From an optimization exercise on the open Yosys and OpenROAD flow, aimed at small area; shortcuts taken in it are not production practice. At most, simulation tests tie the RTL to the original design; equivalence was not proved. No activity file was given, so power comes from the tool's default toggle rates.

==> flow/design.v <==
package sigma_delta_pkg;
   typedef enum logic {IDLE, SEND} out_state_t;
endpackage
module sigma_delta_cic (
   input  logic [6:0]  m,          
   input  logic [7:0]  bits,       
   input  logic [20:0] a_i,
   input  logic [18:0] b_i,
   output logic [20:0] a_o,
   output logic [18:0] b_o
);
   logic [3:0]  p;       
   logic [4:0]  w;       
   logic [12:0] binc;    
   logic        start;
   always_comb begin
      p = '0;
      w = '0;
      for (int i = 0; i < 8; i++) begin
         p = p + 4'(bits[i]);
         w = w + (bits[i] ? 5'(i) : 5'd0);
      end
   end
   assign binc  = {(p[3] ? {m, 3'b000} : 10'd0) | (10'(p[2:0]) * 10'(m)), 3'b000} + 13'(w);
   assign start = (m == 7'd0);
   assign a_o = (start ? {2'b00, b_i} : a_i) + {7'd0, p, 10'd0} - {8'd0, binc};
   assign b_o = (start ? 19'd0 : b_i) + {6'd0, binc};
endmodule
module sigma_delta_adc_mc (
   input  logic        clk,
   input  logic        rst,
   input  logic [7:0]  adc_lvds_pin,
   output logic [7:0]  adc_fb_pin,
   output logic [20:0] adc_output,
   output logic [2:0]  adc_channel,
   output logic        adc_valid,
   input  logic        adc_ready,
   output logic        adc_overrun
);
   logic [9:0]         count;
   logic [3:0]         nfr;        
   logic               tick, win, load;
   logic [63:0]        chunks;     
   logic [2:0]         ch;         
   logic [9:0]         cm;
   logic [7:0]         bits;
   logic [7:0][20:0]   ca;
   logic [7:0][18:0]   cb;
   logic [20:0]        ca_n;
   logic [18:0]        cb_n;
   logic [64:0][20:0]  hist;
   logic               wr_even, wr_odd;
   logic [7:0][23:0]   sum;
   logic [2:0]         sel;
   logic [7:0]         oh;
   logic [20:0]        y, y_old;
   logic [23:0]        sum_in, sum_n;
   logic               state;
   logic [2:0]         idx;
   always_ff @(posedge clk or posedge rst) begin
      if (rst) adc_fb_pin <= '0;
      else     adc_fb_pin <= adc_lvds_pin;
   end
   always_ff @(posedge clk or posedge rst) begin
      if (rst) count <= '0;
      else     count <= count + 1'b1;
   end
   assign tick = (count == 10'd1023);
   assign win  = (count >= 10'd3) && (count <= 10'd10);
   always_ff @(posedge clk or posedge rst) begin
      if (rst)                       nfr <= '0;
      else if (tick && nfr != 4'd10) nfr <= nfr + 1'b1;
   end
   for (genvar c = 0; c < 8; c++) begin : g_dl
      logic [6+c:0] dl;
      always_ff @(posedge clk) dl <= {dl[5+c:0], adc_fb_pin[c]};
      for (genvar i = 0; i < 8; i++) begin : g_bit
         if (7 + c - i == 0) begin : g_now
            assign chunks[8*((c+6)%8)+i] = adc_fb_pin[c];
         end else begin : g_old
            assign chunks[8*((c+6)%8)+i] = dl[6+c-i];
         end
      end
   end
   assign ch = count[2:0] + 3'd2;
   assign cm = count - 10'd6;
   assign bits = chunks[8*count[2:0] +: 8];
   sigma_delta_cic u_cic (
      .m(cm[9:3]), .bits(bits), .a_i(ca[7]), .b_i(cb[7]), .a_o(ca_n), .b_o(cb_n)
   );
   always_ff @(posedge clk) begin
      ca <= {ca[6:0], ca_n};
      cb <= {cb[6:0], cb_n};
   end
   assign y     = ca[4];
   assign y_old = count[0] ? hist[64] : hist[8];
   assign wr_even = (count >= 10'd5) && (count <= 10'd11) &&  count[0];
   assign wr_odd  = (count >= 10'd6) && (count <= 10'd12) && !count[0];
   always_ff @(posedge clk) begin
      hist <= {hist[63:9], wr_odd ? ca[6] : hist[8], hist[7:0], wr_even ? ca[6] : hist[64]};
   end
   assign sum_in = (win && nfr == 4'd2) ? 24'd0 : sum[7];
   assign sum_n  = sum_in + (win ? {3'd0, y} : 24'd0)
                   - ((win && nfr == 4'd10) ? {3'd0, y_old} : 24'd0);
   always_ff @(posedge clk) begin
      sum <= {sum[6:0], sum_n};
   end
   assign load = (count == 10'd3) && (nfr == 4'd10);
   always_ff @(posedge clk or posedge rst) begin
      if (rst) begin
         state       <= 1'b0;
         idx         <= '0;
         adc_overrun <= 1'b0;
      end else if (load) begin
         state <= 1'b1;
         idx   <= '0;
         if (state && !(adc_ready && idx == 3'd7)) adc_overrun <= 1'b1;
      end else if (state && adc_ready) begin
         if (idx == 3'd7) state <= 1'b0;
         idx <= idx + 1'b1;
      end
   end
   assign adc_valid   = state;
   assign adc_channel = idx;
   assign sel         = count[2:0] - 3'd4 - idx;
   always_comb begin
      for (int k = 0; k < 8; k++) oh[k] = (sel == 3'(k));
   end
   assign adc_output = ({21{oh[0]}} & sum[0][23:3]) | ({21{oh[1]}} & sum[1][23:3])
                     | ({21{oh[2]}} & sum[2][23:3]) | ({21{oh[3]}} & sum[3][23:3])
                     | ({21{oh[4]}} & sum[4][23:3]) | ({21{oh[5]}} & sum[5][23:3])
                     | ({21{oh[6]}} & sum[6][23:3]) | ({21{oh[7]}} & sum[7][23:3]);
endmodule
module sigma_delta_adc8 (
   input  logic        clk,
   input  logic        rst,
   input  logic [7:0]  adc_lvds_pin,
   output logic [7:0]  adc_fb_pin,
   output logic [20:0] adc_output,
   output logic [2:0]  adc_channel,
   output logic        adc_valid,
   input  logic        adc_ready,
   output logic        adc_overrun
);
   sigma_delta_adc_mc u_adc (
      .clk(clk), .rst(rst), .adc_lvds_pin(adc_lvds_pin), .adc_fb_pin(adc_fb_pin),
      .adc_output(adc_output), .adc_channel(adc_channel), .adc_valid(adc_valid),
      .adc_ready(adc_ready), .adc_overrun(adc_overrun)
   );
endmodule
Settings: LEC_CHECK=0, CAP_MARGIN=20, CORE_MARGIN=2, CORE_UTILIZATION=40, CTS_BUF_LIST=sky130_fd_sc_hd__clkbuf_8, CTS_CLUSTER_DIAMETER=50, CTS_CLUSTER_SIZE=18, SLEW_MARGIN=20; clock period 10.0 ns.
run.sh (not shown) runs the stock make flow with config.mk's settings and CLKGATE_MAP_FILE= SYNTH_SCRIPT=/design/flow/synth_recipe.tcl, a recipe that flattens the netlist after the stock synthesis.
Next try:
--- a/flow/design.v
+++ b/flow/design.v
@@ -19,11 +19,11 @@
       for (int i = 0; i < 8; i++) begin
          p = p + 4'(bits[i]);
          w = w + (bits[i] ? 5'(i) : 5'd0);
       end
    end
-   assign binc  = {(p[3] ? {m, 3'b000} : 10'd0) | (10'(p[2:0]) * 10'(m)), 3'b000} + 13'(w);
+   assign binc  = {10'(p) * 10'(m), 3'b000} + 13'(w);
    assign start = (m == 7'd0);
    assign a_o = (start ? {2'b00, b_i} : a_i) + {7'd0, p, 10'd0} - {8'd0, binc};
    assign b_o = (start ? 19'd0 : b_i) + {6'd0, binc};
 endmodule
 module sigma_delta_adc_mc (
@@ -50,11 +50,10 @@
    logic [18:0]        cb_n;
    logic [64:0][20:0]  hist;
    logic               wr_even, wr_odd;
    logic [7:0][23:0]   sum;
    logic [2:0]         sel;
-   logic [7:0]         oh;
    logic [20:0]        y, y_old;
    logic [23:0]        sum_in, sum_n;
    logic               state;
    logic [2:0]         idx;
    always_ff @(posedge clk or posedge rst) begin
@@ -74,19 +73,19 @@
    for (genvar c = 0; c < 8; c++) begin : g_dl
       logic [6+c:0] dl;
       always_ff @(posedge clk) dl <= {dl[5+c:0], adc_fb_pin[c]};
       for (genvar i = 0; i < 8; i++) begin : g_bit
          if (7 + c - i == 0) begin : g_now
-            assign chunks[8*((c+6)%8)+i] = adc_fb_pin[c];
+            assign chunks[8*c+i] = adc_fb_pin[c];
          end else begin : g_old
-            assign chunks[8*((c+6)%8)+i] = dl[6+c-i];
+            assign chunks[8*c+i] = dl[6+c-i];
          end
       end
    end
    assign ch = count[2:0] + 3'd2;
    assign cm = count - 10'd6;
-   assign bits = chunks[8*count[2:0] +: 8];
+   assign bits = chunks[8*ch +: 8];
    sigma_delta_cic u_cic (
       .m(cm[9:3]), .bits(bits), .a_i(ca[7]), .b_i(cb[7]), .a_o(ca_n), .b_o(cb_n)
    );
    always_ff @(posedge clk) begin
       ca <= {ca[6:0], ca_n};
@@ -122,16 +121,21 @@
    end
    assign adc_valid   = state;
    assign adc_channel = idx;
    assign sel         = count[2:0] - 3'd4 - idx;
    always_comb begin
-      for (int k = 0; k < 8; k++) oh[k] = (sel == 3'(k));
+      case (sel)
+         3'd0:    adc_output = sum[0][23:3];
+         3'd1:    adc_output = sum[1][23:3];
+         3'd2:    adc_output = sum[2][23:3];
+         3'd3:    adc_output = sum[3][23:3];
+         3'd4:    adc_output = sum[4][23:3];
+         3'd5:    adc_output = sum[5][23:3];
+         3'd6:    adc_output = sum[6][23:3];
+         default: adc_output = sum[7][23:3];
+      endcase
    end
-   assign adc_output = ({21{oh[0]}} & sum[0][23:3]) | ({21{oh[1]}} & sum[1][23:3])
-                     | ({21{oh[2]}} & sum[2][23:3]) | ({21{oh[3]}} & sum[3][23:3])
-                     | ({21{oh[4]}} & sum[4][23:3]) | ({21{oh[5]}} & sum[5][23:3])
-                     | ({21{oh[6]}} & sum[6][23:3]) | ({21{oh[7]}} & sum[7][23:3]);
 endmodule
 module sigma_delta_adc8 (
    input  logic        clk,
    input  logic        rst,
    input  logic [7:0]  adc_lvds_pin,
What happened: Non-clock buffer count goes down by 13. Worst hold slack is better by 0.0081 ns. Clock power goes down by 9.9%. Wire length goes down by 1.5%. Worst setup slack is better by 0.079 ns. Die area goes up by 1.3%. Synthesized cell count goes up by 0.39%. Design area hardly moves. Count of clock-buffer cells in the layout goes down by 3. Area after synthesis goes up by 1.3%. Global-route usage goes down by 0.39 points.
Function not checked in the second run of this note: the RTL went through the layout flow alone.

* * *

Setup of old:
Another version of the RTL of sigma_delta_adc8 (not shown whole).
Size: roughly 2000 flip-flops, about 45 I/O pins.
==> flow/design.v (excerpt) <==
module sigma_delta_adc8 (
   input  logic        clk,
   input  logic        rst,
   input  logic [7:0]  adc_lvds_pin,
   output logic [7:0]  adc_fb_pin,
   output logic [20:0] adc_output,
   output logic [2:0]  adc_channel,
   output logic        adc_valid,
   input  logic        adc_ready,
   output logic        adc_overrun
);
==> module sigma_delta_adc_mc, before the edit <==
module sigma_delta_adc_mc (
   input  logic        clk,
   input  logic        rst,
   input  logic [7:0]  adc_lvds_pin,
   output logic [7:0]  adc_fb_pin,
   output logic [20:0] adc_output,
   output logic [2:0]  adc_channel,
   output logic        adc_valid,
   input  logic        adc_ready,
   output logic        adc_overrun
);
   logic [9:0]         count;
   logic [3:0]         nfr;        
   logic               tick, win, load;
   logic [63:0]        chunks;     
   logic [2:0]         ch;         
   logic [9:0]         cm;
   logic [7:0]         bits;
   logic [7:0][20:0]   ca;
   logic [7:0][18:0]   cb;
   logic [20:0]        ca_n;
   logic [18:0]        cb_n;
   logic [64:0][20:0]  hist;
   logic               wr_even, wr_odd;
   logic [7:0][23:0]   sum;
   logic [2:0]         sel;
   logic [7:0]         oh;
   logic [20:0]        y, y_old;
   logic [23:0]        sum_in, sum_n;
   logic [23:0]        op1, op2, cs_s, cs_c;
   logic               sub, clr;
   logic [9:0]         count_n;
   logic               state;
   logic [2:0]         idx;
   always_ff @(posedge clk or posedge rst) begin
      if (rst) adc_fb_pin <= '0;
      else     adc_fb_pin <= adc_lvds_pin;
   end
   always_ff @(posedge clk or posedge rst) begin
      if (rst) count <= '0;
      else     count <= count_n;
   end
   assign count_n = count + 1'b1;
   assign tick    = (count == 10'd1023);
   always_ff @(posedge clk) begin
      win <= (count_n >= 10'd3) && (count_n <= 10'd10);
      clr <= (count_n >= 10'd3) && (count_n <= 10'd10) && (nfr == 4'd2);
      sub <= (count_n >= 10'd3) && (count_n <= 10'd10) && (nfr == 4'd10);
   end
   always_ff @(posedge clk or posedge rst) begin
      if (rst)                       nfr <= '0;
      else if (tick && nfr != 4'd10) nfr <= nfr + 1'b1;
   end
   for (genvar c = 0; c < 8; c++) begin : g_dl
      logic [6+c:0] dl;
      always_ff @(posedge clk) dl <= {dl[5+c:0], adc_fb_pin[c]};
      for (genvar i = 0; i < 8; i++) begin : g_bit
         if (7 + c - i == 0) begin : g_now
            assign chunks[8*((c+6)%8)+i] = adc_fb_pin[c];
         end else begin : g_old
            assign chunks[8*((c+6)%8)+i] = dl[6+c-i];
         end
      end
   end
   assign ch = count[2:0] + 3'd2;
   assign cm = {count[9:3] - 7'(count[2:0] < 3'd6), 3'b000};
   assign bits = chunks[8*count[2:0] +: 8];
   sigma_delta_cic u_cic (
      .m(cm[9:3]), .bits(bits), .a_i(ca[7]), .b_i(cb[7]), .a_o(ca_n), .b_o(cb_n)
   );
   always_ff @(posedge clk) begin
      ca <= {ca[6:0], ca_n};
      cb <= {cb[6:0], cb_n};
   end
   assign y     = ca[4];
   assign y_old = count[0] ? hist[64] : hist[8];
   assign wr_even = (count >= 10'd5) && (count <= 10'd11) &&  count[0];
   assign wr_odd  = (count >= 10'd6) && (count <= 10'd12) && !count[0];
   always_ff @(posedge clk) begin
      hist <= {hist[63:9], wr_odd ? ca[6] : hist[8], hist[7:0], wr_even ? ca[6] : hist[64]};
   end
   assign sum_in = clr ? 24'd0 : sum[7];
   assign op1 = {3'd0, y & {21{win}}};
   assign op2 = ~{3'd0, y_old & {21{sub}}};
   always_comb begin
      for (int k = 0; k < 24; k++) begin
         cs_s[k] = sum_in[k] ^ op1[k] ^ op2[k];
         cs_c[k] = (sum_in[k] & op1[k]) | (sum_in[k] & op2[k]) | (op1[k] & op2[k]);
      end
   end
   sigma_delta_rca #(.W(24)) u_sum (.a(cs_s), .b({cs_c[22:0], 1'b1}), .cin(1'b0), .s(sum_n));
   always_ff @(posedge clk) begin
      sum <= {sum[6:0], sum_n};
   end
   assign load = (count == 10'd3) && (nfr == 4'd10);
   always_ff @(posedge clk or posedge rst) begin
      if (rst) begin
         state       <= 1'b0;
         idx         <= '0;
         adc_overrun <= 1'b0;
      end else if (load) begin
         state <= 1'b1;
         idx   <= '0;
         if (state && !(adc_ready && idx == 3'd7)) adc_overrun <= 1'b1;
      end else if (state && adc_ready) begin
         if (idx == 3'd7) state <= 1'b0;
         idx <= idx + 1'b1;
      end
   end
   assign adc_valid   = state;
   assign adc_channel = idx;
   assign sel         = count[2:0] - 3'd4 - idx;
   always_comb begin
      for (int k = 0; k < 8; k++) oh[k] = (sel == 3'(k));
   end
   assign adc_output = ({21{oh[0]}} & sum[0][23:3]) | ({21{oh[1]}} & sum[1][23:3])
                     | ({21{oh[2]}} & sum[2][23:3]) | ({21{oh[3]}} & sum[3][23:3])
                     | ({21{oh[4]}} & sum[4][23:3]) | ({21{oh[5]}} & sum[5][23:3])
                     | ({21{oh[6]}} & sum[6][23:3]) | ({21{oh[7]}} & sum[7][23:3]);
endmodule
export LEC_CHECK = 0
export CAP_MARGIN = 20
export CORE_MARGIN = 2
export CORE_UTILIZATION = 40
export SLEW_MARGIN = 20
create_clock -name core_clock -period 10.0 [get_ports {clk}]
standard.sh (not shown) runs the stock make flow with config.mk's settings and CLKGATE_MAP_FILE= SYNTH_SCRIPT=/design/flow/synth_recipe.tcl, a recipe that flattens the netlist after the stock synthesis.
==> flow/flow/run.sh <==
#!/bin/bash
# Standard layout (the standard.sh, standard synthesis included), except that clock tree
# synthesis adds no dummy load cells and uses the buffer and sink clusters given below.
set -o pipefail
export CTS_ARGS="-sink_clustering_enable -repair_clock_nets -dont_use_dummy_load -sink_clustering_size 21 -sink_clustering_max_diameter 50 -buf_list sky130_fd_sc_hd__clkbuf_8"
export BUFFER_PORTS_ARGS="-buffer_cell sky130_fd_sc_hd__buf_1"
bash standard.sh > standard.log 2>&1
What new does differently from old at the input level:
-- flow/design.v --
<<< old, line 100
   logic [20:0]        ca_n;
   logic [18:0]        cb_n;
   logic [64:0][20:0]  hist;
   logic               wr_even, wr_odd;
   logic [7:0][23:0]   sum;
   logic [2:0]         sel;
>>> new, line 100
   logic [20:0]        ca_n;
   logic [18:0]        cb_n;
   logic [7:0][20:0]   hist1;
   logic [55:0][20:0]  hist7;
   logic [7:0][23:0]   sum;
   logic [2:0]         sel;
<<< old, line 107
   logic [20:0]        y, y_old;
   logic [23:0]        sum_in, sum_n;
   logic [23:0]        op1, op2, cs_s, cs_c;
   logic               sub, clr;
   logic [9:0]         count_n;
   logic               state;
   logic [2:0]         idx;
   always_ff @(posedge clk or posedge rst) begin
      if (rst) adc_fb_pin <= '0;
>>> new, line 107
   logic [20:0]        y, y_old;
   logic [23:0]        sum_in, sum_n;
   logic [23:0]        op1, op2;
   logic               sub, clr;
   logic [9:0]         count_n;
   logic               state;
   logic [2:0]         idx, idx_n;
   always_ff @(posedge clk or posedge rst) begin
      if (rst) adc_fb_pin <= '0;
<<< old, line 153
   end
   assign y     = ca[4];
   assign y_old = count[0] ? hist[64] : hist[8];
   assign wr_even = (count >= 10'd5) && (count <= 10'd11) &&  count[0];
   assign wr_odd  = (count >= 10'd6) && (count <= 10'd12) && !count[0];
   always_ff @(posedge clk) begin
      hist <= {hist[63:9], wr_odd ? ca[6] : hist[8], hist[7:0], wr_even ? ca[6] : hist[64]};
   end
   assign sum_in = clr ? 24'd0 : sum[7];
   assign op1 = {3'd0, y & {21{win}}};
   assign op2 = ~{3'd0, y_old & {21{sub}}};
   always_comb begin
      for (int k = 0; k < 24; k++) begin
         cs_s[k] = sum_in[k] ^ op1[k] ^ op2[k];
         cs_c[k] = (sum_in[k] & op1[k]) | (sum_in[k] & op2[k]) | (op1[k] & op2[k]);
      end
   end
   sigma_delta_rca #(.W(24)) u_sum (.a(cs_s), .b({cs_c[22:0], 1'b1}), .cin(1'b0), .s(sum_n));
   always_ff @(posedge clk) begin
      sum <= {sum[6:0], sum_n};
>>> new, line 153
   end
   assign y     = ca[4];
   assign y_old = hist7[55];
   always_ff @(posedge clk) begin
      hist1 <= {hist1[6:0], win ? y : hist1[7]};
      hist7 <= {hist7[54:0], win ? hist1[7] : hist7[55]};
   end
   assign sum_in = clr ? 24'd0 : sum[7];
   logic [21:0] dlt;
   assign op1 = {3'd0, y & {21{win}}};
   assign op2 = ~{3'd0, y_old & {21{sub}}};
   sigma_delta_rca #(.W(22)) u_dlt (.a(op1[21:0]), .b(op2[21:0]), .cin(1'b1), .s(dlt));
   sigma_delta_rca #(.W(24)) u_sum (.a(sum_in), .b({{2{dlt[21]}}, dlt}), .cin(1'b0), .s(sum_n));
   always_ff @(posedge clk) begin
      sum <= {sum[6:0], sum_n};
<<< old, line 176
      if (rst) begin
         state       <= 1'b0;
         idx         <= '0;
         adc_overrun <= 1'b0;
      end else if (load) begin
         state <= 1'b1;
         idx   <= '0;
         if (state && !(adc_ready && idx == 3'd7)) adc_overrun <= 1'b1;
      end else if (state && adc_ready) begin
         if (idx == 3'd7) state <= 1'b0;
         idx <= idx + 1'b1;
      end
   end
   assign adc_valid   = state;
   assign adc_channel = idx;
   assign sel         = count[2:0] - 3'd4 - idx;
   always_comb begin
      for (int k = 0; k < 8; k++) oh[k] = (sel == 3'(k));
   end
   assign adc_output = ({21{oh[0]}} & sum[0][23:3]) | ({21{oh[1]}} & sum[1][23:3])
>>> new, line 171
      if (rst) begin
         state       <= 1'b0;
         adc_overrun <= 1'b0;
      end else if (load) begin
         state <= 1'b1;
         if (state && !(adc_ready && idx == 3'd7)) adc_overrun <= 1'b1;
      end else if (state && adc_ready) begin
         if (idx == 3'd7) state <= 1'b0;
      end
   end
   assign idx_n = load ? 3'd0 : (state && adc_ready) ? idx + 1'b1 : idx;
   always_ff @(posedge clk or posedge rst) begin
      if (rst) idx <= '0;
      else     idx <= idx_n;
   end
   assign adc_valid   = state;
   assign adc_channel = idx;
   assign sel         = count_n[2:0] - 3'd4 - idx_n;
   always_ff @(posedge clk) begin
      for (int k = 0; k < 8; k++) oh[k] <= (sel == 3'(k));
   end
   assign adc_output = ({21{oh[0]}} & sum[0][23:3]) | ({21{oh[1]}} & sum[1][23:3])
==> comparison <==
Timing, DRC, antenna: 0 failures across old and new. new reports a lower wire length of the first global-routing pass than old does. new does worse than old on worst path setup slack after routing. The final reports for new and old show height of the die lower in the former. Post-synthesis compound-gate area fraction ends up lower on old. [new] clock share of power rose 0.2 points relative to old. Of old and new, the run reporting the lower synthesized cell count was new.

[what the ideal ports hide]
The flow's constraints put no driver on any port. The routed layouts listed below were extracted and timed again, unchanged, in two steps.
Step 1 assumes that a clkbuf_16 drives the clock port and a buf_2 every other input.
Step 2, shift: input delay + t, output delay - t, t = (earliest + latest rising clock arrival at the registers) / 2. This alone moves slack from input paths to output paths.
Slacks: ideal / step 1 / step 2; pairs: ideal / step 1.
run | t, ns | setup WS [ns] | latest minus earliest clock arrival (ns)
the first run of note 1 | 0.913 | 0.611 / 0.611 / 0.611 | 0.069 / 0.069
the second run of note 1 | 0.878 | 0.690 / 0.690 / 0.690 | 0.046 / 0.046
old | 0.831 | 0.389 / 0.389 / 0.389 | 0.109 / 0.110
new | 0.828 | 0.357 / 0.357 / 0.357 | 0.121 / 0.120
After both steps setup and hold are still met in every run listed.
